What follows belongs to an exercise in optimizing a design on an open flow for small area, a short achievable clock period and few clock cycles per item; a production flow would make more cautious choices.
RTL that was checked went through simulation tests only; none was proved equivalent to the original.
No functional check of the RTL was part of runs 1 and 2.
Power and IR drop assume default switching activity.

<file path="flow/config.mk">
export PLATFORM = sky130hd
export DESIGN_NAME = alu_exec_top
export DESIGN_NICKNAME = alu_exec_top
export VERILOG_FILES = /design/flow/design.v
export SDC_FILE = /design/flow/constraint.sdc
export NUM_CORES = 4
export LEC_CHECK = 0
export ABC_AREA = 1
export CAP_MARGIN = 20
export CORE_MARGIN = 2
export CORE_UTILIZATION = 45
export SETUP_SLACK_MARGIN = 3.5
export SLEW_MARGIN = 20
</file>
<file path="flow/constraint.sdc">
create_clock -name core_clock -period 7.0 [get_ports {clk}]
set_input_delay 1.4000 -clock core_clock [delete_from_list [all_inputs] [get_ports {clk}]]
set_output_delay 1.4000 -clock core_clock [all_outputs]
set_load 0.01 [all_outputs]
</file>
<file path="flow/design.v">
package alu_pkg;
    localparam int data_w  = 32;
    localparam int shamt_w = 5;
    localparam int op_w    = 6;
    localparam int queue_depth = 4;
    localparam int out_credits = 3;
    localparam int cnt_w       = 3;
    localparam int qptr_w      = 2;
    typedef enum logic [op_w-1:0] {
        alu_add   = 6'h00,
        alu_addu  = 6'h01,
        alu_sub   = 6'h02,
        alu_subu  = 6'h03,
        alu_and   = 6'h04,
        alu_or    = 6'h05,
        alu_xor   = 6'h06,
        alu_nor   = 6'h07,
        alu_slt   = 6'h08,
        alu_sltu  = 6'h09,
        alu_lui   = 6'h0a,
        alu_sll   = 6'h10,
        alu_srl   = 6'h11,
        alu_sra   = 6'h12,
        alu_sllv  = 6'h14,
        alu_srlv  = 6'h15,
        alu_srav  = 6'h16,
        alu_rotr  = 6'h18,
        alu_rotrv = 6'h19,
        alu_ins   = 6'h20,
        alu_ext   = 6'h21
    } alu_op_e;
endpackage
`timescale 1ns/1ps
import alu_pkg::*;
module alu_shift_unit
(
    input  logic [data_w-1:0]   src,
    input  logic [shamt_w-1:0]  amount,
    input  logic                left,
    output logic [data_w-1:0]   result
);
    logic [data_w-1:0]  stage [shamt_w+1];
    logic [shamt_w-1:0] amt_eff;
    assign stage[0] = left ? {src[0], src[data_w-1:1]} : src;
    assign amt_eff  = amount ^ {shamt_w{left}};
    for (genvar k = 0; k < shamt_w; k++) begin : g_stage
        for (genvar i = 0; i < data_w; i++) begin : g_bit
            assign stage[k+1][i] = amt_eff[k] ? stage[k][(i + (1 << k)) % data_w] : stage[k][i];
        end
    end
    assign result = stage[shamt_w];
endmodule
`timescale 1ns/1ps
import alu_pkg::*;
module alu_bitfield_unit
(
    input  logic                rotate,
    input  logic                left,
    input  logic                field,
    input  logic                is_ins,
    input  logic                sign_fill,
    input  logic [data_w-1:0]   b,
    input  logic [shamt_w-1:0]  amount,
    input  logic [shamt_w-1:0]  msb,
    input  logic [data_w-1:0]   rotated,
    output logic [data_w-1:0]   result
);
    logic [data_w-1:0] from_amt;
    logic [data_w-1:0] keep;
    logic [data_w-1:0] fill;
    always_comb begin
        for (int i = 0; i < data_w; i++) begin
            from_amt[i] = left ? (i >= amount) : ((data_w - 1 - i) >= amount);
            keep[i]     = rotate | (from_amt[i] & (~field | (i <= msb)));
            fill[i]     = is_ins ? b[i] : sign_fill;
        end
    end
    assign result = (rotated & keep) | (fill & ~keep);
endmodule
`timescale 1ns/1ps
import alu_pkg::*;
module alu_arith_unit
(
    input  logic                subtract,
    input  logic [data_w-1:0]   a,
    input  logic [data_w-1:0]   b,
    output logic [data_w-1:0]   sum,
    output logic                sum_ovf,
    output logic                lt_signed,
    output logic                lt_unsigned,
    output logic                great,
    output logic [data_w-1:0]   prop,
    output logic [data_w-1:0]   gen
);
    logic [data_w-1:0]   b_eff;
    logic [data_w:0]     full;
    assign b_eff   = subtract ? ~b : b;
    assign full    = {1'b0, a} + {1'b0, b_eff} + {{data_w{1'b0}}, subtract};
    assign sum     = full[data_w-1:0];
    assign prop    = a ^ b_eff;
    assign gen     = a & b_eff;
    assign sum_ovf = (a[data_w-1] == b_eff[data_w-1]) &&
                     (full[data_w-1] != a[data_w-1]);
    assign lt_signed   = full[data_w-1] ^ sum_ovf;
    assign lt_unsigned = ~full[data_w];
    assign great       = $signed(a) > $signed(b);
endmodule
`timescale 1ns/1ps
import alu_pkg::*;
module alu_core
(
    input  alu_pkg::alu_op_e    op,
    input  logic [data_w-1:0]   a,
    input  logic [data_w-1:0]   b,
    input  logic [shamt_w-1:0]  shamt,
    input  logic [shamt_w-1:0]  rd,
    output logic [data_w-1:0]   result,
    output logic                great,
    output logic                overflow
);
    logic [op_w-1:0]   code;
    logic              is_field;
    logic              is_shift;
    logic              is_ins;
    logic              is_cmp;
    logic              is_logic;
    logic              is_arith;
    logic              is_lui;
    logic              subtract;
    logic              variable;
    logic              left;
    logic              rotate;
    logic              arith_sh;
    logic [data_w-1:0] sum;
    logic              sum_ovf;
    logic              lt_signed;
    logic              lt_unsigned;
    logic [data_w-1:0] sh_src;
    logic [shamt_w-1:0] sh_amt;
    logic [data_w-1:0] rotated;
    logic [data_w-1:0] shift_res;
    logic [data_w-1:0] logic_res;
    logic [data_w-1:0] prop;
    logic [data_w-1:0] gen;
    assign code     = op;
    assign is_field = code[5];
    assign is_ins   = code[5] & ~code[0];
    assign is_shift = code[5] | code[4] | is_lui;
    assign is_arith = ~code[5] & ~code[4] & ~code[3] & ~code[2];
    assign is_logic = ~code[5] & ~code[4] & ~code[3] &  code[2];
    assign is_cmp   = ~code[5] & ~code[4] &  code[3] & ~code[1];
    assign is_lui   = ~code[5] & ~code[4] &  code[3] &  code[1];
    assign subtract = ~code[2] & (code[1] | code[3]);
    assign variable = ~code[5] & (code[2] | (code[3] & code[0]));
    assign left     = (code[5] & ~code[0]) | (~code[5] & ~code[3] & ~code[1] & ~code[0]) | is_lui;
    assign rotate   = ~code[5] & code[4] & code[3];
    assign arith_sh = ~code[5] & ~code[3] & code[1];
    alu_arith_unit arith_i (
        .subtract    (subtract),
        .a           (a),
        .b           (b),
        .sum         (sum),
        .sum_ovf     (sum_ovf),
        .lt_signed   (lt_signed),
        .lt_unsigned (lt_unsigned),
        .great       (great),
        .prop        (prop),
        .gen         (gen)
    );
    assign sh_src = is_field ? a : b;
    assign sh_amt = is_lui ? shamt_w'(16) : (variable ? a[shamt_w-1:0] : shamt);
    alu_shift_unit shift_i (
        .src    (sh_src),
        .amount (sh_amt),
        .left   (left),
        .result (rotated)
    );
    alu_bitfield_unit field_i (
        .rotate    (rotate),
        .left      (left),
        .field     (is_field),
        .is_ins    (is_ins),
        .sign_fill (arith_sh & b[data_w-1]),
        .b         (b),
        .amount    (sh_amt),
        .msb       (rd),
        .rotated   (rotated),
        .result    (shift_res)
    );
    always_comb begin
        case (code[1:0])
            2'b00:   logic_res = gen;
            2'b01:   logic_res = prop | gen;
            2'b10:   logic_res = prop;
            default: logic_res = ~(prop | gen);
        endcase
    end
    assign result =
        ({data_w{is_arith}} & sum) |
        ({data_w{is_logic}} & logic_res) |
        ({data_w{is_shift}} & shift_res) |
        {{(data_w-1){1'b0}}, is_cmp & (code[0] ? lt_unsigned : lt_signed)};
    assign overflow = sum_ovf & is_arith & ~code[0];
endmodule
`timescale 1ns/1ps
import alu_pkg::*;
module alu_issue_queue
(
    input  logic                clk,
    input  logic                arst_n,
    input  logic                in_valid,
    output logic                in_credit,
    input  logic                out_credit,
    output logic                hold,
    output logic                out_valid
);
    logic              full;
    logic [cnt_w-2:0]  credits;
    assign out_valid = full & (credits != '0);
    assign hold      = ~in_valid;
    always_ff @(posedge clk or negedge arst_n) begin
        if (!arst_n) begin
            full      <= 1'b0;
            credits   <= (cnt_w-1)'(out_credits);
            in_credit <= 1'b0;
        end else begin
            full <= in_valid | (full & ~out_valid);
            case ({out_credit, out_valid})
                2'b10:   credits <= credits + (cnt_w-1)'(1);
                2'b01:   credits <= credits - (cnt_w-1)'(1);
                default: credits <= credits;
            endcase
            in_credit <= out_credit;
        end
    end
endmodule
`timescale 1ns/1ps
import alu_pkg::*;
module alu_exec_top
(
    input  logic                clk,
    input  logic                arst_n,
    input  logic                in_valid,
    input  alu_pkg::alu_op_e             in_op,
    input  logic [data_w-1:0]   in_a,
    input  logic [data_w-1:0]   in_b,
    input  logic [shamt_w-1:0]  in_shamt,
    input  logic [shamt_w-1:0]  in_rd,
    output logic                in_credit,
    output logic                out_valid,
    output logic [data_w-1:0]   out_result,
    output logic                out_zero,
    output logic                out_great,
    output logic                out_overflow,
    input  logic                out_credit
);
    logic                hold;
    logic [data_w-1:0]   next_result;
    logic                next_great;
    logic                next_overflow;
    alu_issue_queue ctrl_i (
        .clk        (clk),
        .arst_n     (arst_n),
        .in_valid   (in_valid),
        .in_credit  (in_credit),
        .out_credit (out_credit),
        .hold       (hold),
        .out_valid  (out_valid)
    );
    alu_core core_i (
        .op       (in_op),
        .a        (in_a),
        .b        (in_b),
        .shamt    (in_shamt),
        .rd       (in_rd),
        .result   (next_result),
        .great    (next_great),
        .overflow (next_overflow)
    );
    always_ff @(posedge clk) begin
        if (!hold) begin
            out_result   <= next_result;
            out_great    <= next_great;
            out_overflow <= next_overflow;
        end
    end
    assign out_zero = (out_result == '0);
endmodule
</file>
<file path="flow/run.sh">
#!/bin/bash
# synth_recipe.tcl (not shown) runs the flow's synth.tcl, then flattens the netlist and writes it again
# the make line also repeats each setting of config.mk as NAME=value (left out here)
make -C /OpenROAD-flow-scripts/flow DESIGN_CONFIG=/design/flow/config.mk WORK_HOME=/design/flow/orfs CLKGATE_MAP_FILE= SYNTH_SCRIPT=/design/flow/synth_recipe.tcl finish
</file>
==> impl_results.md, run 1 <==
* Status: complete, no violations
* Synth area leader: nand3_1
* Via count at 15.16k
* Fin Setup TNS at 0 ns
* Layout cells sized above 1 at 26.41%
* VDD IR-drop max at 0.08740 mV
* Total track usage at 42.47%
* DR iter-0 viols at 2326
* Async set-reset flop share out of synthesis at 10.53%
* Post-Route WL at 56360 um
* Cells after Synth at 1863
* Main synth FF type: edfxtp_1
* Count of different cell masters after synthesis at 56
* Crit end category: flop
* Antenna violations before repair at 0
* Crit Path Class: in -> reg
* Initial DRT Pass Iterations at 8
* CTS H-tree lvls at 2
* Vias in the first global route at 13.44k
* Reg clk slew, reported paths at 0.05 ns
* Top cells by area, synth: nand3_1, nand2_1, ha_1, edfxtp_1, inv_1
* P&R area growth vs syn at 48.14%
* Avg WL per Cell at 23.88 um
* Share of the synthesized area in the top cell type at 16.62%
* Hold Path Sink: ctrl_i.credits[0]$_DFFE_PN1P_
* Syn_area_per_cell at 5.674 um^2
* NumNets Final at 2222
* Hold Startpoint: ctrl_i.credits[0]$_DFFE_PN1P_
* ANT nets after route at 0
* DIE WIDTH at 157.3 um
* Die ar. at 24730 um^2
* CTS tree: done
* Cell Area, Synth at 10570 um^2
* Reg2reg end: ctrl_i.credits[1]$_DFFE_PN1P_
* Drt via density at 6.423
* Util after Layout at 67.32%
* CP Max Fanout at 6
* Minimum clock period at 3.977 ns
* Pwr Density at 168.5 nW/um^2
* Top-Level Pins at 121
* Final Skew at 0.00008016 ns
* Antenna Cells at 0
* Sequential area share after synthesis at 10.63%
* Setup Viol. Count Final at 0
* P_leak at 7.160 nW
* Post-Syn Nets at 2045
* Highest Clock Rate at 0.2514 GHz
* Largest net degree at the start of global routing at 52
* Initial Util at 45.44%
* EDFF count, synth at 34
* CTS Buffer Depth at 2
* Commonest non-fill, non-tap cell in the layout: nand2_1
* Post-route DRC violation count at 0
* Reg2Reg Depth at 6
* DPL Wire Length at 40850 um
* Least-Margin Pin Slew at 0.7060 ns
* Max-Cap Viols at 0
* Multi-input logic area at 10400 um^2
* Critical R2R Launch: ctrl_i.credits[0]$_DFFE_PN1P_
* Worst R2R Setup Slack at 5.45 ns
* CP arrival at 4.00 ns
* Die H at 157.3 um
* #FFs+latches synth at 38
* Max Slew Vio Count at 0
* RSZ-0062 raised after global routing: yes
* Hold path cells at 1
* Data required time of the worst path at 7.03 ns
* Final Cycle Share at 56.81%
* Clk Latency, worst-skew pair at 0.28 ns
* Core Area at 23260 um^2
* Setup crit start kind: input pin
* Number of buffers added on ports at 120
* YS warnings at 6
* First-pass GRT wire length at 79680 um
* Final hold violations at 0
* Grt ovf at 0
* Hold WC Path Type: reg -> reg
* Layout fillers at 2175
* Clock root buffer: clkbuf_16
* FF+latch area at 1124 um^2
* CTS sink count at 38
* Slew margin rel. at 52.43%
* CTS buffer count at 5
* FP Rows at 56
* RePlAce Congestion at 1.064
* Most frequent cells in the layout: nand2_1, nand3_1, inv_1
synthesized netlist by cell type, drive strengths merged (2+ instances only):
library cell	count
a221oi	21
nor3	12
o21ai	160
xnor2	3
nor2	102
nand4	19
ha	97
nand3	355
or2	2
a21boi	8
nand3b	14
a21oi	110
inv	232
nor4	12
o211ai	2
clkinv	3
o21a	3
a31oi	22
a21o	9
o221ai	6
dfrtp	2
edfxtp	34
xor2	36
o2111ai	4
buf	47
dfstp	2
o21bai	10
nand2	462
a22oi	2
clkbuf	40
o22ai	23
worst max path at each step:
stage                   from                  endpoint  slack (ns)  cells after the start
floorplan           in_op[3]  out_result[28]$_DFFE_PP_        3.11                     18
global placement    in_op[3]  out_result[25]$_DFFE_PP_        1.52                     14
detailed placement  in_op[3]  out_result[30]$_DFFE_PP_        1.39                     17
CTS                 in_op[1]   out_result[0]$_DFFE_PP_        3.20                     21
global route        in_op[3]  out_result[26]$_DFFE_PP_        2.95                     21
finish              in_op[3]  out_result[16]$_DFFE_PP_        3.02                     19
kinds of logic (layout without fill, tap and decap cells):
kind of cell,count (synthesis),in the layout,synth area share (%)
flip-flops,38,38,10.63
adder cells (fa/ha/maj),98,98,11.67
AO/OA/AOI/OAI,386,386,21.06
AND/OR/NAND/NOR,980,984,41.16
buffers and inverters,322,496,12.11
XOR/XNOR,39,39,3.373
through the flow:
step           cell area [um^2]  power (mW)  cells  setup WS (ns)  hold slack (ns)
6_report                  15660       2.639   2360          3.023           0.5013
5_1_grt                   15660       2.771   2360          2.947           0.5227
4_1_cts                   14220       2.329   2325          3.201           0.5040
3_5_place_dp              12080       1.767   2235          1.394           0.4935
3_3_place_gp              12080       1.761   2235          1.523           0.4911
2_1_floorplan             10750       1.270   1863          3.106           0.4826
cell type report:
cell class / count / area share [%]
sequential: 38 / 7.175
tap: 319 / 2.549
timing repair buffer: 250 / 16.36
clock buffer: 5 / 0.7990
clock inverter: 3 / 0.4075
multi-input combinational: 1507 / 66.38
timing repair inverter: 3 / 0.1918
inverter: 235 / 6.144
routing by layer:
metal / wire length (um) / share of wire [%] / GRT usage [%] / vias to the layer above
li1: - / - / - / 6728
met1: 21250 / 38 / 56.84 / 6897
met2: 23560 / 42 / 64.34 / 1256
met5: 0 / 0 / 0 / -
met4: 4028 / 7.1 / 21.52 / 0
met3: 7520 / 13 / 9.003 / 278
critical path: stages:
cell and delay (ns):
buf_12 0.10, nor2_4 0.17, nor2_4 0.06, buf_12 0.14
buf_12 0.15, nor2_4 0.15, a21oi_4 0.06, fa_2 0.42
nand2_2 0.10, o21ai_2 0.08, a21boi_2 0.23, o21bai_2 0.12
nand2_1 0.10, nand2_2 0.10, or2_2 0.28, nand3_1 0.06
o21ai_1 0.08, inv_1 0.11, nand2_1 0.08
report_power, final:
group	total (mW)	internal, mW	switching [mW]
Clock	0.292	0.203	0.0890
Combinational	2.01	0.759	1.25
Sequential	0.339	0.310	0.0288
timing repair:
| item | 4_1_cts | 5_1_grt |
|---|---|---|
| pin swaps | 85 | 82 |
| gates resized for setup | 371 | 261 |
| gates cloned | 8 | 4 |
| hold buffers | 0 | 0 |
| setup buffers | 74 | 31 |
| endpoints found under the setup margin | 34 | 34 |
registers in the layout, summed over array words and instances (netlist names):
| signal | flops |
|---|---|
| out_result | 32 |
| ctrl_i.credits | 2 |
| ctrl_i.full | 1 |
| ctrl_i.in_credit | 1 |
| out_great | 1 |
| out_overflow | 1 |
==> inputs of run 2 (changes only) <==
==> flow/flow/run.sh (new file) <==
#!/bin/bash
# Standard layout, with the port buffers the standard flow adds made
# from a plain buf_2 instead of the slow delay buffer buffer_ports picks.
set -euo pipefail
export BUFFER_PORTS_ARGS="-buffer_cell sky130_fd_sc_hd__buf_2"
bash standard.sh > standard_flow.log 2>&1
==> flow/standard.sh (new file) <==
#!/bin/bash
# synth_recipe.tcl (not shown) runs the flow's synth.tcl, then flattens the netlist and writes it again
# the make line also repeats each setting of config.mk as NAME=value (left out here)
make -C /OpenROAD-flow-scripts/flow DESIGN_CONFIG=/design/flow/config.mk WORK_HOME=/design/flow/orfs CLKGATE_MAP_FILE= SYNTH_SCRIPT=/design/flow/synth_recipe.tcl "${@:-finish}"
removed: flow/run.sh
==> run 2 against run 1 <==
Sequential power about the same. Utilization down 5.5 points. Non-clock buffer count down 31. Critical endpoint is now out_result[25]$_DFFE_PP_.
==> impl_results.md, run 2 <==
* Status: complete, no violations
* RePlAce Congestion at 1.058
* CTS sink count at 38
* Biggest regs: out_result: 32 flops, ctrl_i.credits: 2 flops
* Antenna violations before repair at 0
* Clock root buffer: clkbuf_16
* CP top delay family: simple AND/OR/NAND/NOR gates
* Top-Level Pins at 121
* P_leak at 6.764 nW
* Most frequent cells in the layout: nand2_1, nand3_1, inv_1
* Most frequent cell after synthesis: nand2_1
* CTS H-tree lvls at 2
* Top reg by flops: out_result
* Synth Area in Compound Gates at 21.06%
* Crit path cell chain: buf_12, nor2_4, nor2_4, buf_12, buf_6, buf_16, xor2_4, inv_2, ha_4, nand2_1, nor3_2, nand2_1, nand2_2, nand4_1, nand2_2, nand4_1, a21oi_1, nor2_1, nor2_2, nand2_1
* Layout cells sized above 1 at 27.30%
* Post-Route WL at 55100 um
* Avg WL per Cell at 23.64 um
* Main synth FF type: edfxtp_1
* ANT nets after route at 0
* Met1 Resource Use GR at 56.88%
* Cell Area, Synth at 10570 um^2
* Util after Layout at 61.86%
* CTS buffer count at 5
* FP Rows at 56
* P&R area growth vs syn at 36.12%
* CTS Buffer Depth at 2
* Post-synthesis mux area share at 0%
* Total track usage at 42.74%
* Syn_area_per_cell at 5.674 um^2
* Via count at 14.72k
* Main combinational cell family by area after synthesis: simple AND/OR/NAND/NOR gates
* Crit Path Class: in -> reg
* Share of the synthesized area in the top cell type at 16.62%
* CP arrival at 4.10 ns
* Final Cycle Share at 58.18%
* First-pass GRT wire length at 78880 um
* DPL Wire Length at 41970 um
* Die H at 157.3 um
* Largest net degree at the start of global routing at 50
* YS warnings at 6
* Setup Viol. Count Final at 0
* Max-Cap Viols at 0
* Highest Clock Rate at 0.2455 GHz
* Max Slew Vio Count at 0
* Largest register FFs at 32
* Most common cell on crit path: nand2_1
* NumNets Final at 2192
* Hold WC Path Type: reg -> reg
* Final WS setup at 2.927 ns
* CP Max Fanout at 8
* GR Util met3 at 9.499%
* Post-Syn Nets at 2045
* Setup crit start kind: input pin
* Reg clk slew, reported paths at 0.06 ns
* Die ar. at 24730 um^2
* Number of buffers added on ports at 120
* Buf+Inv Stages, Crit Path at 5
* Initial DRT Pass Iterations at 8
* #FFs+latches synth at 38
* Top cells by area, synth: nand3_1, nand2_1, ha_1, edfxtp_1, inv_1
* Data required time of the worst path at 7.03 ns
* Cells after Synth at 1863
* Placed cell area at 11470 um^2
* Drt via density at 6.314
* Global routing's busiest layer: met2
* Pwr Density at 172.0 nW/um^2
* Met2 GRT Util at 66.35%
* CTS tree: done
* Post-route design area at 14390 um^2
* Commonest non-fill, non-tap cell in the layout: nand2_1
* Fin Setup TNS at 0 ns
* Async set-reset flop share out of synthesis at 10.53%
* Crit end category: flop
* Post-cts hold buffer count at 0
* Core Area at 23260 um^2
* Final Skew at 0.003635 ns
* Minimum clock period at 4.073 ns
* Sequential area share after synthesis at 10.63%
* Worst hold slack at 0.5080 ns
* Clk Latency, worst-skew pair at 0.29 ns
* Synth cell count leaders: nand2_1, nand3_1, inv_1
* EDFF count, synth at 34
* Simple-Gate Fraction of Synth Area at 41.16%
* Vias in the first global route at 13.11k
* Synth area leader: nand3_1
* CP max stage delay at 0.28 ns
* Count of different cell masters after synthesis at 56
* Adder-cell area share of the yosys netlist at 11.67%
* DIE WIDTH at 157.3 um
* DR iter-0 viols at 2020
* Least-Margin Pin Slew at 0.9796 ns
* Final hold violations at 0
* Critical-path top delay cell: ha_4
* Xor-xnor portion of the synthesized cell area at 3.373%
* Slew margin rel. at 34.62%
* Grt ovf at 0
* VDD IR-drop max at 0.1092 mV
* RSZ-0062 raised after global routing: yes
* Dpl ws at 1.404 ns
* Post-route DRC violation count at 0
* Initial Util at 45.44%
run 2: changes by cell type in the layout (fill, tap and decap cells not counted), sizes merged, moves of 2 or more:
cell / delta
dlymetal6s2s: -9
clkinvlp: -5
dlygate4sd2: -28
inv: +2
clkdlybuf4s50: -70
nand2: +3
clkbuf: -4
buf: +84
clkdlybuf4s15: -5
run 2: where the power goes:
part | internal (mW) | switching [mW] | leakage, nW
logic | 0.648 | 1.18 | 6.30
clock network | 0.205 | 0.0959 | 0.0940
registers | 0.310 | 0.0316 | 0.374
total | 1.16 | 1.31 | 6.76
run 2: metal layers:
metal	share of wire, %	wire, um	up-vias
li1	-	-	6672
met1	37	20500	6759
met2	43	23650	1088
met3	14	7702	196
met4	5.8	3177	2
met5	0.12	64	-
run 2: what timing repair did:
action	4_1_cts	5_1_grt
pin swaps	62	71
gates resized for setup	259	167
setup endpoints to repair	34	34
gates cloned	10	2
setup buffers	50	28
run 2: final cells by class:
type                    count  area (um^2)
multi-input cells        1510        10020
fillers                  2255         8872
repair buffers            219         1687
flip-flops and latches     38         1124
inverters                 235        960.9
well taps                 319        399.1
clock buffers               5        125.1
clock inverters             3        68.82
repair inverters            1        5.005
diodes                      1        2.502
run 2: logic make-up after synthesis:
family,after synthesis
simple gates,980
compound gates,386
flops,38
xor+xnor,39
buf+inv,322
fa+ha+maj,98
run 2: worst paths after layout:
path / from / endpoint / slack (ns) / cells past startpoint
setup reg to reg: ctrl_i.credits[0]$_DFFE_PN1P_ / ctrl_i.credits[1]$_DFFE_PN1P_ / 5.49 / 6
hold / removal: ctrl_i.credits[0]$_DFFE_PN1P_ / ctrl_i.credits[0]$_DFFE_PN1P_ / 0.51 / 1
max in group asynchronous: arst_n / ctrl_i.credits[0]$_DFFE_PN1P_ / 5.89 / 1
hold reg to reg: ctrl_i.credits[0]$_DFFE_PN1P_ / ctrl_i.credits[0]$_DFFE_PN1P_ / 0.51 / 1
min in group asynchronous: arst_n / ctrl_i.full$_DFF_PN0_ / 0.90 / 1
setup / recovery: in_op[3] / out_result[25]$_DFFE_PP_ / 2.93 / 20
run 2: per-stage QoR:
stage / power (mW) / std cells
after global routing: 2.611 / 2330
final: 2.474 / 2331
after floorplan: 1.270 / 1863
after CTS: 2.258 / 2299
after detailed placement: 1.725 / 2231
after global placement: 1.714 / 2229
run 2: worst register-to-register path, stage by stage (launching register included):
cell     delay, ns
dfstp_2       0.56
inv_1         0.06
a21oi_1       0.18
ha_1          0.28
a21oi_1       0.11
o21ai_0       0.10
xor2_1        0.15
==> inputs of run 3 (changes only) <==
--- a/flow/design.v
+++ b/flow/design.v
@@ -92,18 +92,35 @@
     output logic [data_w-1:0]   prop,
     output logic [data_w-1:0]   gen
 );
-    logic [data_w-1:0]   b_eff;
-    logic [data_w:0]     full;
-    assign b_eff   = subtract ? ~b : b;
-    assign full    = {1'b0, a} + {1'b0, b_eff} + {{data_w{1'b0}}, subtract};
-    assign sum     = full[data_w-1:0];
-    assign prop    = a ^ b_eff;
-    assign gen     = a & b_eff;
-    assign sum_ovf = (a[data_w-1] == b_eff[data_w-1]) &&
-                     (full[data_w-1] != a[data_w-1]);
-    assign lt_signed   = full[data_w-1] ^ sum_ovf;
-    assign lt_unsigned = ~full[data_w];
-    assign great       = $signed(a) > $signed(b);
+    logic [data_w-1:0] b_eff, p, g;
+    logic [data_w:0] c;    
+    assign b_eff = b ^ {data_w{subtract}};
+    assign p = a ^ b_eff;
+    assign g = a & b_eff;
+    assign prop = p;
+    assign gen = g;
+    logic [data_w-1:0] G [6];
+    logic [data_w-1:0] P [6];
+    assign G[0] = {g[data_w-1:1], g[0] | (p[0] & subtract)};
+    assign P[0] = p;
+    for (genvar l = 0; l < 5; l++) begin : g_l
+        for (genvar i = 0; i < data_w; i++) begin : g_i
+            if ((i >> l) & 1) begin : g_c
+                localparam int j = ((i >> l) << l) - 1;
+                assign G[l+1][i] = G[l][i] | (P[l][i] & G[l][j]);
+                assign P[l+1][i] = P[l][i] & P[l][j];
+            end else begin : g_p
+                assign G[l+1][i] = G[l][i];
+                assign P[l+1][i] = P[l][i];
+            end
+        end
+    end
+    assign c = {G[5], subtract};
+    assign sum = p ^ c[data_w-1:0];
+    assign sum_ovf = c[data_w] ^ c[data_w-1];
+    assign lt_signed   = sum[data_w-1] ^ sum_ovf;
+    assign lt_unsigned = ~c[data_w];
+    assign great = $signed(a) > $signed(b);
 endmodule
 `timescale 1ns/1ps
 import alu_pkg::*;
==> flow/run.sh (new file) <==
#!/bin/bash
# synth_recipe.tcl (not shown) runs the flow's synth.tcl, then flattens the netlist and writes it again
# the make line also repeats each setting of config.mk as NAME=value (left out here)
make -C /OpenROAD-flow-scripts/flow DESIGN_CONFIG=/design/flow/config.mk WORK_HOME=/design/flow/orfs CLKGATE_MAP_FILE= SYNTH_SCRIPT=/design/flow/synth_recipe.tcl finish
removed: flow/flow/run.sh
removed: flow/standard.sh
==> run 3 against run 2 <==
Global-route usage shrank 2.0 points. Total power shrank 8.0%. Setup slack better by 0.021 ns. Via count decreased by 5.6%. Non-clock buffer count shrank 3. Hold slack got worse by 0.0037 ns. Clock skew is 0.0034 ns lower. Fmax rose by 0.51%. Sequential power hardly changed. Sequential share of layout area is 0.25 points higher. Synthesized cell count down 6.9%. Cell area shrank 3.1%. Critical path type unchanged. Largest cell class unchanged. Largest power group unchanged.
==> impl_results.md, run 3 <==
* DPL Wire Length at 37010 um
* Clk Latency, worst-skew pair at 0.31 ns
* Top cells by area, synth: nand3_1, nand2_1, ha_1, edfxtp_1, inv_1
* #FFs+latches synth at 38
* Setup Viol. Count Final at 0
* Pwr Density at 163.2 nW/um^2
* Critical R2R Launch: ctrl_i.credits[0]$_DFFE_PN1P_
* Crit end category: flop
* Via count at 13.90k
* Total track usage at 40.70%
* First-pass GRT wire length at 74430 um
* CP Max Fanout at 5
* Cells after Synth at 1734
* Cell Area, Synth at 10040 um^2
* Vias in the first global route at 12.57k
* Most frequent cells in the layout: nand2_1, nand3_1, inv_1
* CTS Buffer Depth at 2
* Minimum clock period at 4.052 ns
* ANT nets after route at 0
* Sequential area share after synthesis at 11.19%
* CTS tree: done
* Synth area leader: nand3_1
* Status: complete, no violations
* Die H at 153.4 um
* Slew margin rel. at 33.49%
* DR iter-0 viols at 1850
* CTS sink count at 38
* Biggest regs: out_result: 32 flops, ctrl_i.credits: 2 flops
* Commonest non-fill, non-tap cell in the layout: nand2_1
* Antenna violations before repair at 1
* Number of buffers added on ports at 120
* Initial Util at 45.88%
* Least-Margin Pin Slew at 0.9976 ns
* Top-Level Pins at 121
* Dpl ws at 1.273 ns
* Fin Setup TNS at 0 ns
* Data required time of the worst path at 7.03 ns
* Worst setup path start: in_b[1]
* Reg clk slew, reported paths at 0.07 ns
* Syn_area_per_cell at 5.793 um^2
* YS warnings at 9
* CP arrival at 4.08 ns
* CTS H-tree lvls at 2
* Post-Route WL at 51030 um
* P&R area growth vs syn at 38.85%
* Count of different cell masters after synthesis at 53
* Max-Cap Viols at 0
* Critical-path top delay cell: clkdlybuf4s50_1
* RePlAce Congestion at 1.064
* P_leak at 6.500 nW
* Die ar. at 23530 um^2
* Post-Syn Nets at 1920
* Largest register FFs at 32
* Hold WC Path Type: reg -> reg
* CTS buffer count at 5
* Crit path cell chain: clkdlybuf4s50_1, xor2_4, fa_2, nand3_2, nand2_2, nand3_2, nand2_4, nand3_4, nand2_4, nand3_4, nand2_4, buf_4, nand4_1, a21oi_1, nor2_1, nor2_2, nand2_1
* Share of the synthesized area in the top cell type at 17.24%
* Synth cell count leaders: nand2_1, nand3_1, inv_1
* NumNets Final at 2073
* Core Area at 21890 um^2
* Post-route DRC violation count at 0
* Main synth FF type: edfxtp_1
* Crit Path Class: in -> reg
* EDFF count, synth at 34
* CP max stage delay at 0.64 ns
* Setup crit start kind: input pin
* Drt via density at 6.406
* Final Cycle Share at 57.89%
* Final hold violations at 0
* Grt ovf at 0
* Highest Clock Rate at 0.2468 GHz
* DIE WIDTH at 153.4 um
* RSZ-0062 raised after global routing: yes
* Async set-reset flop share out of synthesis at 10.53%
* Clock root buffer: clkbuf_16
* Hold Startpoint: ctrl_i.credits[0]$_DFFE_PN1P_
* Final Skew at 0.0001931 ns
* FP Rows at 54
* Largest net degree at the start of global routing at 43
* Final WS setup at 2.948 ns
* VDD IR-drop max at 0.1225 mV
* Top reg by flops: out_result
* Initial DRT Pass Iterations at 6
* Most common cell on crit path: nand2_4
* Avg WL per Cell at 23.53 um
* Layout cells sized above 1 at 19.07%
* Max Slew Vio Count at 0
* Most frequent cell after synthesis: nand2_1
* Worst hold slack at 0.5043 ns
* Post-cts hold buffer count at 0
## run 3: cell types whose count changed after synthesis, moves of 6 or more
cell	delta
a21boi_0	-6
a21o_1	-6
a21oi_1	-30
a31oi_1	-13
inv_1	-8
nand2_1	-15
nand4_1	-9
o2111ai_1	+15
o21ai_0	-35
## run 3: power by group
group	internal, mW	total, mW	switching (mW)
clock network	0.131	0.244	0.113
logic	0.631	1.69	1.06
registers	0.309	0.342	0.0332
## run 3: what timing repair did
item,CTS,global route
endpoints found under the setup margin,35,34
cloned,12,5
setup buffers,53,17
pin swaps,47,35
gates resized for setup,237,120
## run 3: critical path, delay by kind of cell
kind,cells,cell delay (ns)
simple gates,12,1.28
fa+ha+maj,1,0.25
compound gates,1,0.16
buf+inv,2,0.77
xor+xnor,1,0.21
## run 3: per-layer routing
| layer | wire, um | track usage, % | share of wire, % | up-vias |
|---|---|---|---|---|
| li1 | - | - | - | 6225 |
| met1 | 19200 | 54.17 | 38 | 6365 |
| met2 | 21410 | 61.10 | 42 | 1078 |
| met3 | 6745 | 8.591 | 13 | 227 |
| met4 | 3673 | 23.02 | 7.2 | 0 |
| met5 | 0 | 0 | 0 | - |
## run 3: per-stage QoR
step	area [um^2]	utilization, %	total power [mW]	std cells
2_1_floorplan	10220	-	1.201	1734
3_3_place_gp	11480	52.43	1.653	2073
6_report	13950	63.71	2.276	2169
4_1_cts	13100	59.85	2.094	2146
5_1_grt	13940	63.70	2.393	2168
3_5_place_dp	11480	52.46	1.662	2073
## run 3: layout make-up
| type | count | area [um^2] |
|---|---|---|
| Timing Repair inverter | 1 | 11.26 |
| Inverter | 226 | 914.6 |
| Clock inverter | 3 | 16.27 |
| Timing Repair Buffer | 216 | 2312 |
| Clock buffer | 5 | 125.1 |
| Multi-Input combinational cell | 1399 | 9091 |
| Sequential cell | 38 | 1124 |
| Antenna cell | 1 | 2.502 |
| Tap cell | 280 | 350.3 |
| Fill cell | 2044 | 7944 |
## run 3: worst paths after layout
check	endpoint	slack [ns]	depth (start not counted)
min in group asynchronous	ctrl_i.in_credit$_DFF_PN0_	1.29	1
hold reg to reg	ctrl_i.credits[0]$_DFFE_PN1P_	0.50	1
setup / recovery	out_result[19]$_DFFE_PP_	2.95	17
max in group asynchronous	ctrl_i.credits[1]$_DFFE_PN1P_	5.47	1
hold / removal	ctrl_i.credits[0]$_DFFE_PN1P_	0.50	1
setup reg to reg	ctrl_i.credits[1]$_DFFE_PN1P_	5.48	6
## run 3: cells by family after synthesis
| group | after synthesis | synth area share (%) |
|---|---|---|
| simple gates | 942 | 41.69 |
| compound gates | 311 | 18.51 |
| buf+inv | 306 | 12.33 |
| fa+ha+maj | 102 | 13.08 |
| flops | 38 | 11.19 |
| xor+xnor | 35 | 3.201 |
Testbench counts of run 3, summed over its fixed seeds: cycles 9,608, items 9,600.
==> inputs of run 4 (changes only) <==
--- a/flow/config.mk
+++ b/flow/config.mk
@@ -9,5 +9,5 @@
 export CAP_MARGIN = 20
 export CORE_MARGIN = 2
 export CORE_UTILIZATION = 45
-export SETUP_SLACK_MARGIN = 3.5
+export SETUP_SLACK_MARGIN = 2.5
 export SLEW_MARGIN = 20
==> run 4 against run 3 <==
Sequential power rose by 2%. First-iteration DRC count shrank 18%. Clock power grew 28%. Setup slack got worse by 0.40 ns. Non-clock buffer count is 53 lower. Hold slack better by 0.011 ns. Critical path depth shrank 3. Cell count down 2.9%. Die area unchanged. Via count decreased by 6.6%.
==> impl_results.md, run 4 <==
* Status: complete, no violations
* Post-route DRC violation count at 0
* Avg WL per Cell at 22.44 um
* Crit Path Class: in -> reg
* ANT nets after route at 0
* CP max stage delay at 0.49 ns
* RSZ-0062 raised after global routing: yes
* Antenna Cells at 0
* CP arrival at 4.45 ns
* VDD IR-drop max at 0.1031 mV
* Top cells by area, synth: nand3_1, nand2_1, ha_1, edfxtp_1, inv_1
* Grt ovf at 0
* Total track usage at 38.69%
* Setup Viol. Count Final at 0
* Die ar. at 23530 um^2
* Commonest non-fill, non-tap cell in the layout: nand2_1
* Number of buffers added on ports at 120
* Via count at 12.98k
* CTS Buffer Depth at 2
* EDFF count, synth at 34
* Crit end category: flop
* Top reg by flops: out_result
* Final hold violations at 0
* Clock root buffer: clkbuf_16
* Final Cycle Share at 63.54%
* Cells after Synth at 1734
* Max Slew Vio Count at 0
* YS warnings at 9
* Cell Area, Synth at 10040 um^2
* Setup crit start kind: input pin
* Largest register FFs at 32
* RePlAce Congestion at 0.9753
* DPL Wire Length at 37690 um
* Initial Util at 45.88%
* Post-Syn Nets at 1920
* Placed insts at 2074
* P&R area growth vs syn at 18.14%
* Synth cell count leaders: nand2_1, nand3_1, inv_1
* Post-cts hold buffer count at 0
* Util after Layout at 54.21%
* Syn_area_per_cell at 5.793 um^2
* Fin Setup TNS at 0 ns
* Most common cell on crit path: nand3_1
* Critical-path top delay cell: clkdlybuf4s50_1
* Slew margin rel. at 32.68%
* DR iter-0 viols at 1521
* Layout cells sized above 1 at 6.134%
* Initial DRT Pass Iterations at 9
* Synth area leader: nand3_1
* FP Rows at 54
* Share of the synthesized area in the top cell type at 17.24%
* CTS buffer count at 5
* Largest net degree at the start of global routing at 58
* Biggest regs: out_result: 32 flops, ctrl_i.credits: 2 flops
* DIE WIDTH at 153.4 um
* Final Skew at 0.002510 ns
* CP Max Fanout at 33
* Clk Latency, worst-skew pair at 0.29 ns
* CP top delay family: simple AND/OR/NAND/NOR gates
* Worst hold slack at 0.5152 ns
* CTS H-tree lvls at 2
* Minimum clock period at 4.448 ns
* Hold WC Path Type: reg -> reg
* Least-Margin Pin Slew at 1.007 ns
* Drt via density at 6.163
* Final Instance Count excl. Fillers at 2106
* Reg clk slew, reported paths at 0.06 ns
* Top-Level Pins at 121
* #FFs+latches synth at 38
* First-pass GRT wire length at 70300 um
* CTS sink count at 38
* Count of different cell masters after synthesis at 53
* Pwr Density at 172.4 nW/um^2
* Highest Clock Rate at 0.2248 GHz
* P_leak at 5.768 nW
* Crit path cell chain: clkdlybuf4s50_1, nor2_4, nand3_4, nand2_1, nand2_1, inv_1, nor2_2, buf_4, inv_4, nand3_1, nand3_1, nand3_1, nand3_1, nand2_1
* Buf+Inv Stages, Crit Path at 4
* Die H at 153.4 um
* Vias in the first global route at 11.83k
* Most frequent cell after synthesis: nand2_1
* CTS tree: done
* Data required time of the worst path at 7.00 ns
* Most frequent cells in the layout: nand2_1, nand3_1, inv_1
* Antenna violations before repair at 0
* Main synth FF type: edfxtp_1
* Post-Route WL at 47260 um
* Async set-reset flop share out of synthesis at 10.53%
* Sequential area share after synthesis at 11.19%
* Max-Cap Viols at 0
* NumNets Final at 2011
* Core Area at 21890 um^2
[run 4: metrics by stage]
step / total power [mW] / instance area, um^2 / setup WS [ns]
global route: 2.182 / 11870 / 2.455
global placement: 1.650 / 11370 / 1.390
finish: 2.046 / 11870 / 2.552
floorplan: 1.180 / 10050 / 2.509
detailed placement: 1.656 / 11370 / 1.271
CTS: 1.981 / 11670 / 2.407
[run 4: worst paths after layout]
path	slack [ns]	endpoint	depth (start not counted)	start
worst max-delay path	2.55	out_result[20]$_DFFE_PP_	14	in_op[4]
worst min-delay path	0.52	ctrl_i.credits[0]$_DFFE_PN1P_	1	ctrl_i.credits[0]$_DFFE_PN1P_
worst max register to register	5.38	ctrl_i.credits[1]$_DFFE_PN1P_	6	ctrl_i.credits[0]$_DFFE_PN1P_
worst min register to register	0.52	ctrl_i.credits[0]$_DFFE_PN1P_	1	ctrl_i.credits[0]$_DFFE_PN1P_
max in group asynchronous	5.45	ctrl_i.credits[1]$_DFFE_PN1P_	1	arst_n
min in group asynchronous	1.31	ctrl_i.in_credit$_DFF_PN0_	1	arst_n
[run 4: timing repair]
item                                    in CTS  in global routing
endpoints found under the hold margin        0                  0
pin swaps                                    2                  8
setup buffers                                6                 17
cloned                                       0                  1
endpoints found under the setup margin      33                 33
resized for setup                           17                 19
[run 4: report_power, final]
part	internal (mW)	switching (mW)
clock	0.205	0.107
combinational	0.469	0.916
sequential	0.309	0.0394
total	0.984	1.06
[run 4: cells by family after synthesis]
family / synth area share, %
and+or+nand+nor: 41.69
buffers and inverters: 12.33
DFF: 11.19
adders and majority gates: 13.08
AOI/OAI and AO/OA: 18.51
xor gates and xnor gates: 3.201
[run 4: cell type report]
type	instances	area [um^2]
clock buffers	5	125.1
flip-flops and latches	38	1124
fillers	2336	10020
inverters	226	853.3
clock inverters	3	68.82
repair buffers	163	1534
well taps	280	350.3
multi-input cells	1391	7811
[run 4: per-layer routing]
layer	global-route usage (%)	part of all wire (%)	vias to the layer above
li1	-	-	6079
met1	52.07	40	5903
met2	60.74	44	837
met3	5.869	11	160
met4	18.48	6.0	0
met5	0	0	-
==> inputs of run 5 (changes only) <==
==> flow/flow/run.sh (new file) <==
#!/bin/bash
# Standard layout, with the port buffers the standard flow adds made
# from a plain buf_2 instead of the slow delay buffer buffer_ports picks.
set -euo pipefail
export BUFFER_PORTS_ARGS="-buffer_cell sky130_fd_sc_hd__buf_2"
bash standard.sh > standard_flow.log 2>&1
==> flow/standard.sh (new file) <==
#!/bin/bash
# synth_recipe.tcl (not shown) runs the flow's synth.tcl, then flattens the netlist and writes it again
# the make line also repeats each setting of config.mk as NAME=value (left out here)
make -C /OpenROAD-flow-scripts/flow DESIGN_CONFIG=/design/flow/config.mk WORK_HOME=/design/flow/orfs CLKGATE_MAP_FILE= SYNTH_SCRIPT=/design/flow/synth_recipe.tcl "${@:-finish}"
--- a/flow/config.mk
+++ b/flow/config.mk
@@ -9,5 +9,5 @@
 export CAP_MARGIN = 20
 export CORE_MARGIN = 2
 export CORE_UTILIZATION = 45
-export SETUP_SLACK_MARGIN = 2.5
+export SETUP_SLACK_MARGIN = 3.0
 export SLEW_MARGIN = 20
removed: flow/run.sh
==> run 5 against run 4 <==
Combinational power grew 8%. Die area is the same. Via count grew 3.3%. Still clean. Fmax grew 8.7%. Clock skew grew 0.011 ns. Largest cell class unchanged. Cell count grew 1.2%.
==> impl_results.md, run 5 <==
* Pwr Density at 175.1 nW/um^2
* RePlAce Congestion at 1.072
* Initial Util at 45.88%
* EDFF count, synth at 34
* Avg WL per Cell at 23.73 um
* Setup crit start kind: input pin
* Clock root buffer: clkbuf_16
* Grt ovf at 0
* P_leak at 6.011 nW
* Data required time of the worst path at 7.04 ns
* ANT nets after route at 0
* YS warnings at 9
* Top reg by flops: out_result
* Syn_area_per_cell at 5.793 um^2
* Sw Ratio at 53.27%
* Core Area at 21890 um^2
* Sequential area share after synthesis at 11.19%
* Initial DRT Pass Iterations at 6
* Synth cell count leaders: nand2_1, nand3_1, inv_1
* Vias in the first global route at 12.42k
* Sequential Power Share at 16.2%
* Share of the synthesized area in the top cell type at 17.24%
* Largest net degree at the start of global routing at 60
* Hold WC Path Type: reg -> reg
* Die ar. at 23530 um^2
* Most frequent cell after synthesis: nand2_1
* Via count at 13.41k
* DIE WIDTH at 153.4 um
* Layout fillers at 2269
* Cell Area, Synth at 10040 um^2
* FP Rows at 54
* Antenna violations before repair at 1
* Max-Cap Viols at 0
* P&R area growth vs syn at 23.09%
* DR iter-0 viols at 1789
* Highest Clock Rate at 0.2443 GHz
* Clk Latency, worst-skew pair at 0.30 ns
* Die H at 153.4 um
* Met1 Resource Use GR at 52.50%
* Post-route DRC violation count at 0
* Max Slew Vio Count at 0
* Most frequent cells in the layout: nand2_1, nand3_1, inv_1
* FF+latch area at 1124 um^2
* #FFs+latches synth at 38
* First-pass GRT wire length at 74290 um
* Status: complete, no violations
* Placed cell area at 10870 um^2
* Multi-input logic area at 8559 um^2
* Layout cells sized above 1 at 19.51%
* Least-Margin Pin Slew at 1.039 ns
* Largest register FFs at 32
* Slew margin rel. at 29.99%
* Fin Setup TNS at 0 ns
* Combinational power share at 68.6%
* Total track usage at 41.13%
* CTS sink count at 38
* Global routing's busiest layer: met2
* Final Skew at 0.01361 ns
* CTS H-tree lvls at 2
* Int Power at 1.011 mW
* NumNets Final at 2035
* Post-route design area at 12360 um^2
* Reg clk slew, reported paths at 0.08 ns
* Setup Viol. Count Final at 0
* Top cells by area, synth: nand3_1, nand2_1, ha_1, edfxtp_1, inv_1
* Minimum clock period at 4.093 ns
* Number of buffers added on ports at 120
* CP Max Fanout at 10
* Crit end category: flop
* Commonest non-fill, non-tap cell in the layout: nand2_1
* Worst hold slack at 0.5048 ns
* CP arrival at 4.13 ns
* Cells after Synth at 1734
* Switching Power at 1.153 mW
* Clock group share of total power at 15.1%
* Post-Syn Nets at 1920
* Synth area leader: nand3_1
* Post-Route WL at 50560 um
* Met2 GRT Util at 65.24%
* Final hold violations at 0
* Top-Level Pins at 121
* Async set-reset flop share out of synthesis at 10.53%
* Crit Path Class: in -> reg
* Biggest regs: out_result: 32 flops, ctrl_i.credits: 2 flops
* Final Cycle Share at 58.47%
* CTS Buffer Depth at 2
* CTS tree: done
* CTS buffer count at 5
* DPL Wire Length at 38660 um
* Drt via density at 6.292
* Post-cts hold buffer count at 0
* Count of different cell masters after synthesis at 53
* VDD IR-drop max at 0.08335 mV
* Main synth FF type: edfxtp_1
* RSZ-0062 raised after global routing: yes
* GR Util met3 at 7.854%
==> run 5: repair_timing <==
action,CTS,global route
resized for setup,81,103
endpoints found under the setup margin,33,32
gates cloned,3,1
pin swaps,21,27
setup buffers,27,18
==> run 5: path summary, 6_finish.rpt <==
| check | slack [ns] | cells past startpoint | to | startpoint |
|---|---|---|---|---|
| max in group asynchronous | 5.89 | 1 | ctrl_i.credits[1]$_DFFE_PN1P_ | arst_n |
| worst min-delay path | 0.50 | 1 | ctrl_i.credits[0]$_DFFE_PN1P_ | ctrl_i.credits[0]$_DFFE_PN1P_ |
| worst max register to register | 5.44 | 6 | ctrl_i.credits[1]$_DFFE_PN1P_ | ctrl_i.credits[0]$_DFFE_PN1P_ |
| min in group asynchronous | 0.89 | 1 | ctrl_i.in_credit$_DFF_PN0_ | arst_n |
| worst min register to register | 0.50 | 1 | ctrl_i.credits[0]$_DFFE_PN1P_ | ctrl_i.credits[0]$_DFFE_PN1P_ |
| worst max-delay path | 2.91 | 18 | out_result[9]$_DFFE_PP_ | in_op[1] |
==> run 5: cell families (layout without fill, tap and decap cells) <==
logic type	after synthesis	count (layout)	synth area share [%]
xor gates and xnor gates	35	35	3.201
AOI/OAI and AO/OA	311	311	18.51
and+or+nand+nor	942	945	41.69
adders and majority gates	102	102	13.08
other	0	1	0
DFF	38	38	11.19
buffers and inverters	306	419	12.33
==> run 5: routing by layer <==
layer / share of wire, % / routed length, um
met1: 37 / 18860
met4: 7.5 / 3791
met3: 12 / 5920
met5: 0 / 0
met2: 43 / 21990
==> run 5: power by group through the flow <==
stage | sequential, mW | clock (mW) | combinational, mW
2_1_floorplan | 0.350 | 0 | 0.849
3_3_place_gp | 0.353 | 0 | 1.26
3_5_place_dp | 0.352 | 0 | 1.26
4_1_cts | 0.348 | 0.325 | 1.35
5_1_grt | 0.355 | 0.330 | 1.60
6_report | 0.351 | 0.328 | 1.49
==> run 5: metrics by stage <==
stage | cells | util, % | power, mW | setup WS [ns]
2_1_floorplan | 1734 | - | 1.199 | 2.859
3_3_place_gp | 2073 | 49.67 | 1.608 | 1.795
3_5_place_dp | 2073 | 49.67 | 1.612 | 1.798
4_1_cts | 2111 | 53.74 | 2.019 | 2.951
5_1_grt | 2130 | 56.47 | 2.285 | 2.852
6_report | 2131 | 56.48 | 2.164 | 2.907
==> run 5: final cells by class <==
cell class	instances	share of cell area, %
Clock buffer	5	1.012
Sequential cell	38	9.087
Inverter	226	7.084
Timing Repair Buffer	185	10.18
Clock inverter	3	0.5566
Tap cell	280	2.833
Antenna cell	1	0.02024
Multi-Input combinational cell	1393	69.23
==> run 5: critical path, stage by stage <==
cell     delay (ns)
buf_12         0.12
nor2_4         0.16
nor2_4         0.08
buf_12         0.13
buf_16         0.14
xor2_4         0.16
fa_2           0.38
nand3_2        0.08
nand2_2        0.07
nand3_2        0.08
nand2_4        0.07
nand3_4        0.08
nand2_4        0.07
buf_4          0.14
fa_2           0.35
or2_4          0.25
a32oi_4        0.27
nand2_1        0.07
==> inputs of run 6 (changes only) <==
--- a/flow/config.mk
+++ b/flow/config.mk
@@ -9,5 +9,5 @@
 export CAP_MARGIN = 20
 export CORE_MARGIN = 2
 export CORE_UTILIZATION = 45
-export SETUP_SLACK_MARGIN = 3.0
+export SETUP_SLACK_MARGIN = 2.75
 export SLEW_MARGIN = 20
==> run 6 against run 5 <==
Count of clock-buffer cells in the layout did not move. Sequential cell count did not move. Wire length fell by 4.0%. Total power fell by 5.4%. Largest power group unchanged. Combinational power fell by 7%. Die area did not move. Register-to-register slack improved by 0.02 ns. Utilization fell by 2.6 points.
==> impl_results.md, run 6 <==
* Avg WL per Cell at 22.96 um
* Tot Pwr at 2.049 mW
* P_leak at 5.877 nW
* Fin Setup TNS at 0 ns
* NumNets Final at 2020
* Clk Latency, worst-skew pair at 0.30 ns
* RSZ-0062 raised after global routing: no
* Data required time of the worst path at 7.05 ns
* First-pass GRT wire length at 71350 um
* Synth cell count leaders: nand2_1, nand3_1, inv_1
* Layout cells sized above 1 at 15.53%
* Final Skew at 0.0005581 ns
* Drt via density at 6.234
* Buf+Inv Stages, Crit Path at 3
* Worst R2R Setup Slack at 5.46 ns
* ANT nets after route at 0
* Total track usage at 39.51%
* Status: complete, no violations
* Minimum clock period at 4.184 ns
* CTS sink count at 38
* Largest register FFs at 32
* CP Max Fanout at 32
* Count of different cell masters after synthesis at 53
* P&R area growth vs syn at 17.49%
* Most common cell on crit path: nand2_1
* Hold WC Path Type: reg -> reg
* Crit Path Class: in -> reg
* Setup crit start kind: input pin
* DIE WIDTH at 153.4 um
* DR iter-0 viols at 1729
* Crit path cell chain: buf_2, inv_2, nand2_1, buf_4, nand2_1, nand4_2, nand2_4, nand2_1, nand3_1, nand3_1, nand3_1, nand3_1, nand3b_1, nand2_1, nand2_1
* Max-Cap Viols at 0
* CTS H-tree lvls at 2
* Share of the synthesized area in the top cell type at 17.24%
* Crit end category: flop
* DPL Wire Length at 38060 um
* Post-route DRC violation count at 0
* Initial Util at 45.88%
* Highest Clock Rate at 0.2390 GHz
* Initial DRT Pass Iterations at 7
* CTS Buffer Depth at 2
* Number of buffers added on ports at 120
* Biggest regs: out_result: 32 flops, ctrl_i.credits: 2 flops
* Reg clk slew, reported paths at 0.07 ns
* Most frequent cells in the layout: nand2_1, nand3_1, inv_1
* Clock root buffer: clkbuf_16
* Syn_area_per_cell at 5.793 um^2
* FP Rows at 54
* Most frequent cell after synthesis: nand2_1
* Post-Route WL at 48560 um
* CTS buffer count at 5
* CP max stage delay at 0.35 ns
* Largest net degree at the start of global routing at 70
* Post-cts hold buffer count at 0
* #FFs+latches synth at 38
* Cell Area, Synth at 10040 um^2
* Die ar. at 23530 um^2
* Critical-path top delay cell: nand4_2
* YS warnings at 9
* Die H at 153.4 um
* EDFF count, synth at 34
* Main synth FF type: edfxtp_1
* Antenna Cells at 0
* Final hold violations at 0
* Cells after Synth at 1734
* Commonest non-fill, non-tap cell in the layout: nand2_1
* Pwr Density at 173.6 nW/um^2
* CTS tree: done
* CP arrival at 4.23 ns
* Via count at 13.18k
* Setup Viol. Count Final at 0
* CP top delay family: simple AND/OR/NAND/NOR gates
* Core Area at 21890 um^2
* Vias in the first global route at 11.92k
* Top-Level Pins at 121
* VDD IR-drop max at 0.09401 mV
* Async set-reset flop share out of synthesis at 10.53%
* Final Cycle Share at 59.77%
* Sequential area share after synthesis at 11.19%
* Post-Syn Nets at 1920
* Synth area leader: nand3_1
* Top reg by flops: out_result
* Max Slew Vio Count at 0
* Least-Margin Pin Slew at 1.010 ns
* Top cells by area, synth: nand3_1, nand2_1, ha_1, edfxtp_1, inv_1
* Antenna violations before repair at 1
* Grt ovf at 0
* Slew margin rel. at 32.50%
* RePlAce Congestion at 1.074
[run 6: cell types whose count changed in the layout (fill, tap and decap cells not counted), moves of 6 or more]
cell / previous run / this run
a21oi_1: 65 / 71
buf_4: 54 / 39
ha_4: 14 / 7
inv_2: 16 / 10
nand2_1: 409 / 433
nand2_2: 29 / 9
xor2_1: 11 / 20
xor2_2: 19 / 12
[run 6: layer usage]
layer / track usage [%] / part of all wire [%]
met4: 21.36 / 7.4
met1: 51.36 / 39
met5: 0 / 0.037
met2: 62.24 / 43
met3: 7.031 / 11
[run 6: report_power, final]
part | leakage, nW | switching, mW | internal [mW] | total (mW)
registers | 0.374 | 0.0373 | 0.309 | 0.347
clock network | 0.0940 | 0.104 | 0.205 | 0.309
logic | 5.41 | 0.941 | 0.452 | 1.39
[run 6: path summary, 6_finish.rpt]
check	startpoint	endpoint	cells past startpoint
min in group asynchronous	arst_n	ctrl_i.in_credit$_DFF_PN0_	1
max	in_op[0]	out_result[9]$_DFFE_PP_	15
max in group asynchronous	arst_n	ctrl_i.credits[1]$_DFFE_PN1P_	1
min reg2reg	ctrl_i.credits[0]$_DFFE_PN1P_	ctrl_i.credits[0]$_DFFE_PN1P_	1
max reg2reg	ctrl_i.credits[0]$_DFFE_PN1P_	ctrl_i.credits[1]$_DFFE_PN1P_	6
min	ctrl_i.credits[0]$_DFFE_PN1P_	ctrl_i.credits[0]$_DFFE_PN1P_	1
[run 6: logic make-up after synthesis]
family	Yosys count	share of synthesized area, %
compound gates	311	18.51
xor+xnor	35	3.201
fa+ha+maj	102	13.08
buf+inv	306	12.33
flops	38	11.19
simple gates	942	41.69
[run 6: worst reg2reg max path, cell delays in order (launching register included)]
cell,delay (ns)
dfstp_2,0.56
inv_1,0.06
a21oi_1,0.19
ha_1,0.28
a21oi_1,0.12
o21ai_0,0.11
xor2_1,0.15
[run 6: layout make-up]
cell class	instances	area, um^2
clock buffer	5	125.1
clock inverter	3	68.82
fill	2272	10090
inverter	226	873.3
multi-input combinational	1392	8127
sequential	38	1124
tap	280	350.3
timing repair buffer	171	1134
[run 6: per-stage QoR]
step | std cells | hold WS, ns | util, % | area, um^2 | setup slack [ns]
floorplan | 1734 | 0.4822 | - | 10130 | 2.761
global placement | 2070 | 0.4924 | 49.33 | 10800 | 1.218
detailed placement | 2070 | 0.5064 | 49.33 | 10800 | 1.203
CTS | 2092 | 0.5156 | 51.65 | 11310 | 2.761
global route | 2115 | 0.5380 | 53.91 | 11800 | 2.706
finish | 2115 | 0.5096 | 53.91 | 11800 | 2.816
[run 6: repair_timing]
item / CTS / global route
endpoints found under the setup margin: 33 / 33
buffers inserted: 12 / 21
resized for setup: 39 / 65
pin swaps: 8 / 23
gates cloned: 2 / 2
==> inputs of run 7 (changes only) <==
--- a/flow/config.mk
+++ b/flow/config.mk
@@ -9,5 +9,5 @@
 export CAP_MARGIN = 20
 export CORE_MARGIN = 2
 export CORE_UTILIZATION = 45
-export SETUP_SLACK_MARGIN = 2.75
+export SETUP_SLACK_MARGIN = 2.5
 export SLEW_MARGIN = 20
==> run 7 against run 6 <==
Still clean on timing, DRC and antenna. Global-route usage shrank 2.1 points. Synthesized cell count stayed put. Clock power increased by 2%. Sequential power about the same. Critical path type unchanged. Largest cell class unchanged.
==> impl_results.md, run 7 <==
* Status: complete, no violations
* Drt via density at 6.212
* Hold Startpoint: ctrl_i.credits[0]$_DFFE_PN1P_
* Met2 GRT Util at 59.99%
* Share of the synthesized area in the top cell type at 17.24%
* CP Max Fanout at 61
* Global routing's busiest layer: met2
* P&R area growth vs syn at 13.64%
* Crit end category: flop
* Most frequent cell after synthesis: nand2_1
* GR Util met3 at 5.132%
* Reg2reg end: ctrl_i.credits[1]$_DFFE_PN1P_
* Clock root buffer: clkbuf_16
* Worst R2R Setup Slack at 5.44 ns
* P_leak at 5.773 nW
* Synth cell count leaders: nand2_1, nand3_1, inv_1
* Main synth FF type: edfxtp_1
* Post-Route WL at 46190 um
* Max-Cap Viols at 0
* Dpl ws at 1.247 ns
* Slew margin rel. at 29.39%
* Antenna Cells at 0
* Met1 Resource Use GR at 49.41%
* Critical R2R Launch: ctrl_i.credits[0]$_DFFE_PN1P_
* Reg2Reg Depth at 6
* ANT nets after route at 0
* Data required time of the worst path at 7.03 ns
* First-pass GRT wire length at 68430 um
* Die ar. at 23530 um^2
* NumNets Final at 2005
* Die H at 153.4 um
* Top-Level Pins at 121
* Sequential area share after synthesis at 11.19%
* DPL Wire Length at 36350 um
* Commonest non-fill, non-tap cell in the layout: nand2_1
* CTS Buffer Depth at 2
* Max Slew Vio Count at 0
* Clk Latency, worst-skew pair at 0.30 ns
* Final hold violations at 0
* Layout cells sized above 1 at 12.69%
* Grt ovf at 0
* CTS sink count at 38
* Post-route DRC violation count at 0
* Worst hold slack at 0.5029 ns
* CTS buffer count at 5
* Placed cell area at 10740 um^2
* Final Instance Count excl. Fillers at 2100
* Final Cycle Share at 63.07%
* Initial DRT Pass Iterations at 6
* Count of different cell masters after synthesis at 53
* YS warnings at 9
* CTS H-tree lvls at 2
* CP arrival at 4.45 ns
* Total track usage at 37.41%
* Highest Clock Rate at 0.2265 GHz
* EDFF count, synth at 34
* Via count at 13.05k
* DIE WIDTH at 153.4 um
* Final Skew at 0.0002542 ns
* Crit Path Class: in -> reg
* Hold WC Path Type: reg -> reg
* Number of buffers added on ports at 120
* Largest net degree at the start of global routing at 62
* Final WS setup at 2.585 ns
* Cells after Synth at 1734
* Placed insts at 2070
* Post-Syn Nets at 1920
* Hold path cells at 1
* RSZ-0062 raised after global routing: no
* Hold Path Sink: ctrl_i.credits[0]$_DFFE_PN1P_
* Initial Util at 45.88%
* Post-route design area at 11410 um^2
* Async set-reset flop share out of synthesis at 10.53%
* Biggest regs: out_result: 32 flops, ctrl_i.credits: 2 flops
* Vias in the first global route at 11.67k
* Top reg by flops: out_result
* Least-Margin Pin Slew at 1.058 ns
* Fin Setup TNS at 0 ns
* Antenna violations before repair at 1
* Most frequent cells in the layout: nand2_1, nand3_1, inv_1
* Post-cts hold buffer count at 0
* Largest register FFs at 32
* Top cells by area, synth: nand3_1, nand2_1, ha_1, edfxtp_1, inv_1
* CTS tree: done
* DR iter-0 viols at 1597
* FP Rows at 54
* Pwr Density at 174.1 nW/um^2
* Avg WL per Cell at 21.99 um
* RePlAce Congestion at 1.039
* Core Area at 21890 um^2
* VDD IR-drop max at 0.09879 mV
* Minimum clock period at 4.415 ns
* Syn_area_per_cell at 5.793 um^2
* Setup crit start kind: input pin
* #FFs+latches synth at 38
* Setup Viol. Count Final at 0
* Synth area leader: nand3_1
* Reg clk slew, reported paths at 0.06 ns
* Cell Area, Synth at 10040 um^2
-- run 7: worst max path at each step --
stage	cells past startpoint	to	startpoint	slack, ns
6_report	14	out_result[10]$_DFFE_PP_	in_op[5]	2.59
5_1_grt	21	out_result[17]$_DFFE_PP_	in_op[1]	2.47
4_1_cts	20	out_result[17]$_DFFE_PP_	in_op[1]	2.40
3_5_place_dp	21	out_result[17]$_DFFE_PP_	in_op[1]	1.25
3_3_place_gp	21	out_result[17]$_DFFE_PP_	in_op[1]	1.36
2_1_floorplan	21	out_result[17]$_DFFE_PP_	in_op[1]	2.51
-- run 7: final cells by class --
class / instances / area (um^2)
fill: 2347 / 10480
multi-input combinational: 1392 / 7938
sequential: 38 / 1124
timing repair buffer: 156 / 950.9
inverter: 226 / 858.3
tap: 280 / 350.3
clock buffer: 5 / 125.1
clock inverter: 3 / 68.82
-- run 7: where the power goes --
group          internal, mW  total (mW)  switching [mW]
sequential            0.309       0.344          0.0346
combinational         0.424        1.33           0.904
clock                 0.205       0.315           0.110
-- run 7: critical path, cell delays in order --
cell	delay (ns)
clkbuf_4	0.23
buf_12	0.24
inv_2	0.25
nand2_2	0.15
nand2_1	0.09
o21ai_1	0.07
nand2_1	0.29
inv_1	0.22
o21ai_0	0.48
o21ai_0	0.17
a21oi_2	0.32
nand3_1	0.21
nand2_1	0.16
nand3_1	0.11
-- run 7: cells by family (layout without fill, tap and decap cells) --
kind of cell    after synthesis  after routing  synth area share, %
xor+xnor                     35             35                3.201
flops                        38             38                11.19
simple gates                942            944                41.69
compound gates              311            311                18.51
buf+inv                     306            390                12.33
fa+ha+maj                   102            102                13.08
-- run 7: stage by stage --
step	utilization, %	total power [mW]
floorplan	-	1.180
CTS	50.69	1.902
detailed placement	49.07	1.571
global placement	49.07	1.567
global route	52.14	2.117
finish	52.14	1.987
-- run 7: what timing repair did --
action                                  in CTS  in global routing
endpoints found under the setup margin      33                 33
setup buffers                                5                 15
gates resized for setup                     28                 31
gates cloned                                 0                  2
pin swaps                                    5                 11
-- run 7: routing by layer --
layer,up-vias,share of wire (%)
met5,-,0
met4,0,6.2
met3,176,11
met2,842,44
met1,5950,39
li1,6077,-
==> inputs of run 8 (changes only) <==
==> flow/flow/run.sh (replaced) <==
#!/bin/bash
# Standard layout, with the port buffers the standard flow adds made
# from a plain buf_1 instead of the slow delay buffer buffer_ports picks.
set -euo pipefail
export BUFFER_PORTS_ARGS="-buffer_cell sky130_fd_sc_hd__buf_1"
bash standard.sh > standard_flow.log 2>&1
--- a/flow/config.mk
+++ b/flow/config.mk
@@ -8,6 +8,6 @@
 export ABC_AREA = 1
 export CAP_MARGIN = 20
 export CORE_MARGIN = 2
-export CORE_UTILIZATION = 45
+export CORE_UTILIZATION = 50
 export SETUP_SLACK_MARGIN = 2.5
 export SLEW_MARGIN = 20
==> run 8 against run 7 <==
Wire length decreased by 4.4%. Register-to-register slack about the same. Highest routed layer unchanged. Sequential share of layout area increased by 0.35 points. Area after synthesis unchanged. Synthesized cell count unchanged. Total power decreased by 2.2%. Sequential power increased by 1%. Sequential cell count unchanged. Largest cell class unchanged. Global-route usage increased by 2.6 points. Cell count decreased by 1.0%. Still clean.
==> impl_results.md, run 8 <==
* Status: complete, no violations
* Util after Layout at 56.28%
* Crit end category: flop
* NumNets Final at 1998
* YS warnings at 9
* Count of different cell masters after synthesis at 53
* Vias in the first global route at 11.27k
* Reg clk slew, reported paths at 0.06 ns
* Setup crit start kind: input pin
* Commonest non-fill, non-tap cell in the layout: nand2_1
* Sequential area share after synthesis at 11.19%
* DR iter-0 viols at 1591
* CP top delay family: simple AND/OR/NAND/NOR gates
* CP Max Fanout at 76
* CTS H-tree lvls at 2
* Layout cells sized above 1 at 5.405%
* Final Skew at 0.0003232 ns
* Crit Path Class: in -> reg
* Total track usage at 39.97%
* Post-cts hold buffer count at 0
* Placed insts at 2057
* Fin Setup TNS at 0 ns
* RSZ-0062 raised after global routing: no
* Post-route DRC violation count at 0
* Synth area leader: nand3_1
* Largest register FFs at 32
* Final Cycle Share at 62.55%
* Max-Cap Viols at 0
* Cell Area, Synth at 10040 um^2
* Most frequent cell after synthesis: nand2_1
* Minimum clock period at 4.378 ns
* Pwr Density at 176.4 nW/um^2
* Synth cell count leaders: nand2_1, nand3_1, inv_1
* Via count at 12.85k
* DPL Wire Length at 35440 um
* Post-Syn Nets at 1920
* Max Slew Vio Count at 0
* Grt ovf at 0
* P&R area growth vs syn at 9.766%
* Core Area at 19590 um^2
* P_leak at 5.392 nW
* FP Rows at 51
* Antenna violations before repair at 1
* Drt via density at 6.183
* Top-Level Pins at 121
* First-pass GRT wire length at 66270 um
* Initial Util at 51.27%
* ANT nets after route at 0
* Biggest regs: out_result: 32 flops, ctrl_i.credits: 2 flops
[run 8: changes by cell type in the layout (fill, tap and decap cells not counted), sizes merged]
cell,delta
buf,-9
clkbuf,+3
nand2,-2
nor2,+1
[run 8: worst paths after layout]
path	from	end	slack [ns]	cells past startpoint
hold / removal	ctrl_i.credits[0]$_DFFE_PN1P_	ctrl_i.credits[0]$_DFFE_PN1P_	0.50	1
max in group asynchronous	arst_n	ctrl_i.credits[1]$_DFFE_PN1P_	5.82	1
hold reg to reg	ctrl_i.credits[0]$_DFFE_PN1P_	ctrl_i.credits[0]$_DFFE_PN1P_	0.50	1
min in group asynchronous	arst_n	ctrl_i.in_credit$_DFF_PN0_	0.93	1
setup / recovery	in_op[5]	out_result[31]$_DFFE_PP_	2.62	15
setup reg to reg	ctrl_i.credits[0]$_DFFE_PN1P_	ctrl_i.credits[1]$_DFFE_PN1P_	5.43	6
[run 8: report_power, final]
| part | switching (mW) | total, mW | internal [mW] |
|---|---|---|---|
| combinational | 0.902 | 1.30 | 0.393 |
| clock | 0.0967 | 0.302 | 0.205 |
| sequential | 0.0384 | 0.348 | 0.309 |
[run 8: cells by family (layout without fill, tap and decap cells)]
family                   count (synthesis)  count (layout)  share of synthesized area, %
AO/OA/AOI/OAI                          311             311                         18.51
XOR/XNOR                                35              35                         3.201
adder cells (fa/ha/maj)                102             102                         13.08
buffers and inverters                  306             384                         12.33
flip-flops                              38              38                         11.19
AND/OR/NAND/NOR                        942             943                         41.69
[run 8: final cells by class]
cell class | count | area (um^2) | share of cell area [%]
clock inverters | 3 | 68.82 | 0.6241
inverters | 226 | 853.3 | 7.739
flip-flops and latches | 38 | 1124 | 10.19
well taps | 265 | 331.6 | 3.007
multi-input cells | 1391 | 7801 | 70.76
clock buffers | 5 | 125.1 | 1.135
repair buffers | 150 | 721.9 | 6.548
[run 8: through the flow]
stage,hold slack [ns],total power [mW],setup WS (ns)
floorplan,0.4822,1.180,2.509
global placement,0.4945,1.555,1.813
detailed placement,0.4957,1.565,1.680
CTS,0.5079,1.873,2.502
global route,0.5282,2.076,2.481
finish,0.5049,1.944,2.622
[run 8: what timing repair did]
| action | CTS | global route |
|---|---|---|
| setup buffers | 3 | 9 |
| resized for setup | 6 | 28 |
| pin swaps | 1 | 7 |
| endpoints found under the setup margin | 33 | 33 |
| cloned | 1 | 0 |
[run 8: metal layers]
| layer | share of wire [%] | global-route usage (%) | routed length, um |
|---|---|---|---|
| met2 | 43 | 60.66 | 18890 |
| met3 | 13 | 10.00 | 5795 |
| met4 | 4.1 | 15.44 | 1804 |
| met1 | 40 | 54.48 | 17650 |
| met5 | 0 | 0 | 0 |

Re-timed with assumed drivers on the ports (clkbuf_16 on the clock, buf_2 on other inputs), run 8 has 2.636 ns of setup slack against 2.622 ns with ideal ports, and 2.311 ns once port delays also move by the mid clock arrival of 0.325 ns.
